Background: an optimization exercise with open tools, aiming at a short achievable clock period and few clock cycles per item. Do not read the settings as production practice. Only simulation tests tie the RTL to the original design; equivalence was not proved. Power figures rest on the tool's default switching activity, not on a simulated workload.

File: flow/design.v
`default_nettype none
module req_credit_fifo #(
    parameter int REQ_DEPTH = 4,
    parameter int REQ_W     = 42
) (
    input  logic             clk,
    input  logic             rst,
    input  logic             push,
    input  logic [REQ_W-1:0] push_req,
    output logic             credit,
    output logic             q_avail,
    output logic [REQ_W-1:0] q_req,
    input  logic             q_take
);
    localparam int PTR_W = (REQ_DEPTH > 1) ? $clog2(REQ_DEPTH) : 1;
    localparam int CNT_W = $clog2(REQ_DEPTH + 1);
    logic [REQ_W-1:0] entries [REQ_DEPTH];    
    logic [PTR_W-1:0] wr_ptr;
    logic [PTR_W-1:0] rd_ptr;
    logic [CNT_W-1:0] count;                  
    logic             pop;
    logic [PTR_W-1:0] wr_ptr_nxt;
    logic [PTR_W-1:0] rd_ptr_nxt;
    assign wr_ptr_nxt = (wr_ptr == PTR_W'(REQ_DEPTH - 1)) ? '0 : wr_ptr + 1'b1;
    assign rd_ptr_nxt = (rd_ptr == PTR_W'(REQ_DEPTH - 1)) ? '0 : rd_ptr + 1'b1;
    assign pop     = q_take;
    assign q_avail = (count != '0);
    assign q_req   = entries[rd_ptr];       
    always_ff @(posedge clk) begin
        if (push) begin
            entries[wr_ptr] <= push_req;
        end
    end
    always_ff @(posedge clk) begin
        if (rst) begin
            wr_ptr <= '0;
            rd_ptr <= '0;
            count  <= '0;
            credit <= 1'b0;
        end else begin
            if (push) begin
                wr_ptr <= wr_ptr_nxt;
            end
            if (pop) begin
                rd_ptr <= rd_ptr_nxt;
            end
            case ({push, pop})
                2'b10:   count <= count + 1'b1;
                2'b01:   count <= count - 1'b1;
                default: count <= count;      
            endcase
            credit <= pop;                    
        end
    end
endmodule
`default_nettype wire
`default_nettype none
module wbe_sram #(
    parameter int ADDR_W = 6,
    parameter int DATA_W = 32,
    parameter int LANES  = DATA_W / 8
) (
    input  logic              clk,
    input  logic              rst,
    input  logic              en,
    input  logic [ADDR_W-1:0] addr,
    input  logic [LANES-1:0]  be,
    input  logic [DATA_W-1:0] wdata,
    output logic [DATA_W-1:0] rdata
);
    localparam int DEPTH = 2 ** ADDR_W;
    logic [DATA_W-1:0] mem [DEPTH];    
    always_ff @(posedge clk) begin
        if (en) begin
            for (int i = 0; i < LANES; i++) begin
                if (be[i]) begin
                    mem[addr][i*8 +: 8] <= wdata[i*8 +: 8];
                end
            end
        end
    end
    always_ff @(posedge clk) begin
        if (rst) begin
            rdata <= '0;
        end else if (en) begin
            rdata <= mem[addr];      
        end
    end
endmodule
`default_nettype wire
`default_nettype none
module mem_issue_ctrl #(
    parameter int RSP_CREDITS = 2,
    parameter int ADDR_W      = 6,
    parameter int DATA_W      = 32,
    parameter int LANES       = DATA_W / 8,
    parameter int REQ_W       = ADDR_W + LANES + DATA_W
) (
    input  logic              clk,
    input  logic              rst,
    input  logic              q_avail,
    input  logic [REQ_W-1:0]  q_req,      
    output logic              q_take,
    input  logic              rsp_credit,
    input  logic [DATA_W-1:0] ram_rdata,
    output logic              ram_en,
    output logic [ADDR_W-1:0] ram_addr,
    output logic [LANES-1:0]  ram_be,
    output logic [DATA_W-1:0] ram_wdata,
    output logic              rsp_valid,
    output logic [DATA_W-1:0] rsp_rdata
);
    localparam int CNT_W = $clog2(RSP_CREDITS + 1);
    logic [CNT_W-1:0] credit_cnt;    
    logic             issue;
    assign issue  = q_avail && (credit_cnt != '0);
    assign q_take = issue;           
    assign ram_en    = issue;
    assign ram_addr  = q_req[REQ_W-1 -: ADDR_W];
    assign ram_be    = q_req[DATA_W +: LANES];
    assign ram_wdata = q_req[DATA_W-1:0];
    assign rsp_rdata = ram_rdata;
    always_ff @(posedge clk) begin
        if (rst) begin
            credit_cnt <= CNT_W'(RSP_CREDITS);
            rsp_valid  <= 1'b0;
        end else begin
            case ({issue, rsp_credit})
                2'b10:   credit_cnt <= credit_cnt - 1'b1;    
                2'b01:   credit_cnt <= credit_cnt + 1'b1;    
                default: credit_cnt <= credit_cnt;
            endcase
            rsp_valid <= issue;      
        end
    end
endmodule
`default_nettype wire
`default_nettype none
module wbe_mem_top #(
    parameter int ADDR_W      = 6,
    parameter int DATA_W      = 32,
    parameter int REQ_DEPTH   = 4,
    parameter int RSP_CREDITS = 2,
    parameter int LANES       = DATA_W / 8
) (
    input  logic              clk,
    input  logic              rst,
    input  logic              req_valid,
    input  logic [ADDR_W-1:0] req_addr,
    input  logic [LANES-1:0]  req_be,
    input  logic [DATA_W-1:0] req_wdata,
    input  logic              rsp_credit,
    output logic              req_credit,
    output logic              rsp_valid,
    output logic [DATA_W-1:0] rsp_rdata
);
    localparam int REQ_W = ADDR_W + LANES + DATA_W;
    logic [REQ_W-1:0]  push_req;
    logic              q_avail;
    logic [REQ_W-1:0]  q_req;
    logic              q_take;
    logic              ram_en;
    logic [ADDR_W-1:0] ram_addr;
    logic [LANES-1:0]  ram_be;
    logic [DATA_W-1:0] ram_wdata;
    logic [DATA_W-1:0] ram_rdata;
    assign push_req = {req_addr, req_be, req_wdata};
    req_credit_fifo #(
        .REQ_DEPTH (REQ_DEPTH),
        .REQ_W     (REQ_W)
    ) u_fifo (
        .clk      (clk),
        .rst      (rst),
        .push     (req_valid),       
        .push_req (push_req),
        .credit   (req_credit),
        .q_avail  (q_avail),
        .q_req    (q_req),
        .q_take   (q_take)
    );
    mem_issue_ctrl #(
        .RSP_CREDITS (RSP_CREDITS),
        .ADDR_W      (ADDR_W),
        .DATA_W      (DATA_W)
    ) u_ctrl (
        .clk        (clk),
        .rst        (rst),
        .q_avail    (q_avail),
        .q_req      (q_req),
        .q_take     (q_take),
        .rsp_credit (rsp_credit),
        .ram_rdata  (ram_rdata),
        .ram_en     (ram_en),
        .ram_addr   (ram_addr),
        .ram_be     (ram_be),
        .ram_wdata  (ram_wdata),
        .rsp_valid  (rsp_valid),
        .rsp_rdata  (rsp_rdata)
    );
    wbe_sram #(
        .ADDR_W (ADDR_W),
        .DATA_W (DATA_W)
    ) u_sram (
        .clk   (clk),
        .rst   (rst),
        .en    (ram_en),
        .addr  (ram_addr),
        .be    (ram_be),
        .wdata (ram_wdata),
        .rdata (ram_rdata)
    );
endmodule
`default_nettype wire
File: flow/run.sh
#!/bin/bash
# synth_recipe.tcl (not shown) runs the flow's synth.tcl, then flattens the netlist and writes it again
# the make line also repeats each setting of config.mk as NAME=value (left out here)
make -C /OpenROAD-flow-scripts/flow DESIGN_CONFIG=/design/flow/config.mk WORK_HOME=/design/flow/orfs CLKGATE_MAP_FILE= SYNTH_SCRIPT=/design/flow/synth_recipe.tcl finish
File: flow/config.mk
export PLATFORM = sky130hd
export DESIGN_NAME = wbe_mem_top
export DESIGN_NICKNAME = wbe_mem_top
export VERILOG_FILES = /design/flow/design.v
export SDC_FILE = /design/flow/constraint.sdc
export NUM_CORES = 4
export LEC_CHECK = 0
export CAP_MARGIN = 20
export CORE_MARGIN = 2
export CORE_UTILIZATION = 40
export SLEW_MARGIN = 20
File: flow/constraint.sdc
create_clock -name core_clock -period 4.3 [get_ports {clk}]
set_input_delay 0.8600 -clock core_clock [delete_from_list [all_inputs] [get_ports {clk}]]
set_output_delay 0.8600 -clock core_clock [all_outputs]
set_load 0.01 [all_outputs]
==> results by group <==
Yosys
  – Ys async rst share: 0%
  – Top FF cell, synth: edfxtp_1
  – Post-synth net total: 4,851
  – Synthesized area per cell: about 18 um2
  – EDFF count, synth: between 2,000 and 2,500
  – Ranking of synthesized cells by area: edfxtp_1 77%, a22oi_1 3.1%, mux4_2 2.8%, mux2_2 2.3%, a221oi_1 2.0%
  – Syn Inst Count: 4,798
  – Unique masters post-synth: between 70 and 80
  – Area leader, netlist: edfxtp_1
  – Seq/Total Area, Yosys: 78.48%
  – #FFs+latches synth: 2,260
  – Syn. warnings: 3
  – Yosys top cell area share: 77.45%
  – Syn Std Cell Area: between 0.08 and 0.09 mm2

Placed design
  – Placed Cells: slightly below 8,000
  – Global placement routability congestion: between 0.8 and 0.9
  – HPWL Detailed: about 170,000 um
  – DP Area: approximately 0.093 mm2
  – Number of port buffers: 79

Final layout
  – P&R area growth vs syn: 17.46%
  – Design area: approximately 0.10 mm2
  – Non-Filler Instances: ~8,300
  – Register Area: between 0.06 and 0.07 mm2
  – Layout Nets: roughly 5,300
  – Multi-input logic area: ~0.017 mm2
  – Fill count: approximately 18,000
  – Layout cells sized above 1: a little over a fifth

Pwr
  – Net switching fraction of the power: 33.60%
  – Static Leakage: approximately 32 nW
  – PD cells: ~660 mW/mm2
  – Register share of total power: about 40%
  – Logic pwr share: about 29%
  – Internal power: around 0.044 W
  – Peak VDD IR: ~500 uV
  – Switching power: 0.02234 W
  – Clock network fraction of total power: 30.2%

STA
  – Actual slew at the worst max-slew pin: around 1.1 ns
  – Fmax: ~250 MHz
  – Final TNS setup: 0 ns
  – Layout Skew: roughly 0.045 ns
  – Crit path time final: ~4.0 ns
  – Relative slew slack: a little under a quarter
  – Final setup fails: 0
  – Final period util: about 93%
  – Slew Limit Fails: 0
  – Final hold viol count: 0
  – RSZ-0062 raised after global routing: false

Floorplan
  – Core area: roughly 0.21 mm2
  – Die ar.: between 0.2 and 0.25 mm2
  – Die Y: 467.5 um
  – Die X: 467.5 um
  – Rows: 170
  – Initial Util: about two fifths
  – I/O pin count: 80

Run status
  – Status: no timing/DRC/antenna violations

Critical path
  – Crit-path max cell delay: approximately 0.95 ns
  – Crit Path Class: register to register
  – Worst setup EP type: register
  – Maximum fanout along the worst path: 51
  – Buffers & Inverters on Critical Path: 1
  – Most common cell on crit path: a31oi_1
  – Worst EP required: 5.03 ns
  – Slowest cell on the critical path: mux4_4
  – Critical Path, Cell by Cell: mux4_4, buf_12, mux2i_1, nor2_1, a221oi_1, a31oi_1, a211oi_1, a31oi_1
  – CP arrival: between 4 and 5 ns
  – Crit path max-delay family: multiplexers
  – Worst setup SP type: register

Clock tree
  – CTS Buf Count: 223
  – Later-pin clock latency in the skew report: 0.89 ns
  – Clock transition at path regs: around 0.070 ns
  – Htree depth: 4
  – Hold_buf cts: 0
  – Clk buf depth: 3
  – Post-CTS setup buffer count: 0
  – TritonCTS clock tree: done
  – # resized after CTS: 0
  – CTS root buf: clkbuf_16
  – Sinks on Clock Net: 2,260

GRT
  – First-pass GRT wire length: 377,000 um
  – Largest net degree at the start of global routing: between 60 and 70
  – Initial antenna violation count: 16
  – Vias in the first global route: approximately 49,000
  – Gr usage total: between 20 and 25%
  – Gr ovfl total: 0

Hold path
  – Hold Crit Class: register to register

Detailed routing
  – DR DRC count: 0
  – ANT nets after route: 0
  – Via count: about 51,000
  – Initial DRC Count: ~8,600
  – Drt wl/cell: between 30 and 40 um
  – Via-per-instance ratio: approximately 6.1
  – Final wirelength: between 200,000 and 300,000 um
  – First-pass iteration count of the detailed router: 8

Flow run
  – MaxCap Viol Count: 0
-- per-stage QoR --
step | hold WS [ns] | total power [W] | setup slack [ns] | utilization (%)
2_1_floorplan | 0.4622 | 0.03708 | 1.183 | -
4_1_cts | 0.4849 | 0.06637 | 0.3269 | 47.15
6_report | 0.4884 | 0.06648 | 0.3011 | 47.16
5_1_grt | 0.5112 | 0.06818 | 0.1703 | 47.16
3_3_place_gp | 0.4715 | 0.04631 | 0.2719 | 43.61
3_5_place_dp | 0.4760 | 0.04649 | 0.3268 | 43.61
-- worst reg2reg max path: cells and delay by family, from the launching register on --
family	cells	cell delay, ns
AO/OA/AOI/OAI	4	1.27
buffers and inverters	1	0.30
flip-flops	1	0.50
multiplexers	2	1.52
AND/OR/NAND/NOR	1	0.28
-- cells in the final DEF (no fill, tap or decap), types with 8 or more instances in the layout --
cell type,Yosys,routed
a41oi_1,30,30
mux2_2,173,170
buf_12,0,43
clkbuf_16,0,223
nand4_1,18,18
nand3_1,12,12
a211oi_1,21,21
a21oi_1,113,113
o2bb2ai_1,26,26
nor4_1,16,16
clkinv_1,1,48
a2111oi_0,8,8
o211ai_1,9,9
bufinv_16,0,32
a31oi_1,40,40
a311oi_1,17,17
a32oi_1,9,9
a22oi_1,360,360
o21bai_1,15,15
clkinv_2,0,41
a22o_1,21,21
nor2_1,352,347
clkdlybuf4s50_1,0,78
nand2_1,155,151
clkbuf_1,178,49
a222oi_1,21,21
dfxtp_1,44,42
mux4_2,106,102
edfxtp_1,2216,2216
nor3_1,33,31
a221oi_1,197,197
o22ai_1,50,50
buf_4,7,463
o21ai_0,92,92
a221o_1,29,29
mux2i_1,144,144
-- power groups by stage --
stage / Clock (W) / Sequential, W / Combinational [W]
3_5_place_dp: 0 / 0.0279 / 0.0186
4_1_cts: 0.0203 / 0.0274 / 0.0187
6_report: 0.0201 / 0.0274 / 0.0190
5_1_grt: 0.0211 / 0.0274 / 0.0196
3_3_place_gp: 0 / 0.0278 / 0.0185
2_1_floorplan: 0 / 0.0277 / 0.00940
-- sequential cells by signal (all words and copies together) (netlist names), named ones only --
signal / cells
u_sram.mem: 2048
u_fifo.entries: 168
u_sram.rdata: 32
u_fifo.count: 3
u_ctrl.credit_cnt: 2
u_fifo.rd_ptr: 2
u_fifo.wr_ptr: 2
u_ctrl.rsp_valid: 1
-- cell usage after synthesis (9+ instances only) --
| cell | number |
|---|---|
| edfxtp_1 | 2216 |
| a22oi_1 | 360 |
| nor2_1 | 352 |
| a221oi_1 | 197 |
| clkbuf_1 | 178 |
| mux2_2 | 173 |
| nand2_1 | 155 |
| mux2i_1 | 144 |
| a21oi_1 | 113 |
| buf_2 | 113 |
| mux4_2 | 106 |
| o21ai_0 | 92 |
| o22ai_1 | 50 |
| dfxtp_1 | 44 |
| a31oi_1 | 40 |
| buf_1 | 38 |
| nor3_1 | 33 |
| a41oi_1 | 30 |
| a221o_1 | 29 |
| o2bb2ai_1 | 26 |
| a211oi_1 | 21 |
| a222oi_1 | 21 |
| a22o_1 | 21 |
| nand4_1 | 18 |
| a311oi_1 | 17 |
| nor4_1 | 16 |
| o21bai_1 | 15 |
| and2_1 | 14 |
| nor2b_1 | 13 |
| nand3_1 | 12 |
| a32oi_1 | 9 |
| o211ai_1 | 9 |
-- routing by layer --
metal  up-vias  wire [um]  GRT usage [%]
met5         -         58              0
met4         8       9465          8.270
met3       517      28190          4.461
met2      3290     123700          37.57
met1     26510     107200          34.26
li1      20720          -              -
-- layout make-up --
class / count / share of cell area (%)
clock inverters: 147 / 1.762
repair buffers: 585 / 5.076
diodes: 5 / 0.01240
multi-input cells: 2195 / 17.05
inverters: 4 / 0.01488
well taps: 2838 / 3.519
flip-flops and latches: 2260 / 66.82
clock buffers: 275 / 5.753
-- path summary, 6_finish.rpt --
check	startpoint	end	slack, ns	cells past startpoint
max reg2reg	register	u_sram.rdata[14]	0.30	8
min	u_fifo.rd_ptr[1]	register	0.49	2
min reg2reg	u_fifo.rd_ptr[1]	register	0.49	2
max	register	u_sram.rdata[14]	0.30	8
-- kinds of logic (layout without fill, tap and decap cells) --
group	Yosys count	count (layout)	synth area share, %
multiplexers	428	428	6.789
buffers and inverters	343	1011	1.720
adder cells (fa/ha/maj)	7	7	0.1107
AO/OA/AOI/OAI	1104	1104	9.592
flip-flops	2260	2260	78.48
AND/OR/NAND/NOR	651	651	3.258
XOR/XNOR	5	5	0.05098
other	0	5	0
Testbench counts, summed over its fixed seeds: cycles 6,152, items 4,096.

==> separate check: timing with driven ports <==
Ports are ideal in the flow. The routed layout listed here was re-timed in OpenROAD. Step 1 sets driving cells, clkbuf_16 on the clock port and buf_2 on the other inputs (assumed; they add their load-dependent delay and slew). Step 2, shift: input delay + t, output delay - t, t = (earliest + latest rising clock arrival at the registers) / 2. This alone moves slack from input paths to output paths. a / b / c = ideal / step 1 / step 2; a / b = the first two.
shift t [ns]: 0.954
setup WS [ns]: 0.301 / 0.301 / 0.301
hold WS [ns]: 0.488 / 0.488 / 0.488
worst setup path at the end: register to register
After both steps this run still meets setup and hold. The setup slack of this run moves by 0.000 ns with the drivers and by 0.000 ns with both steps.
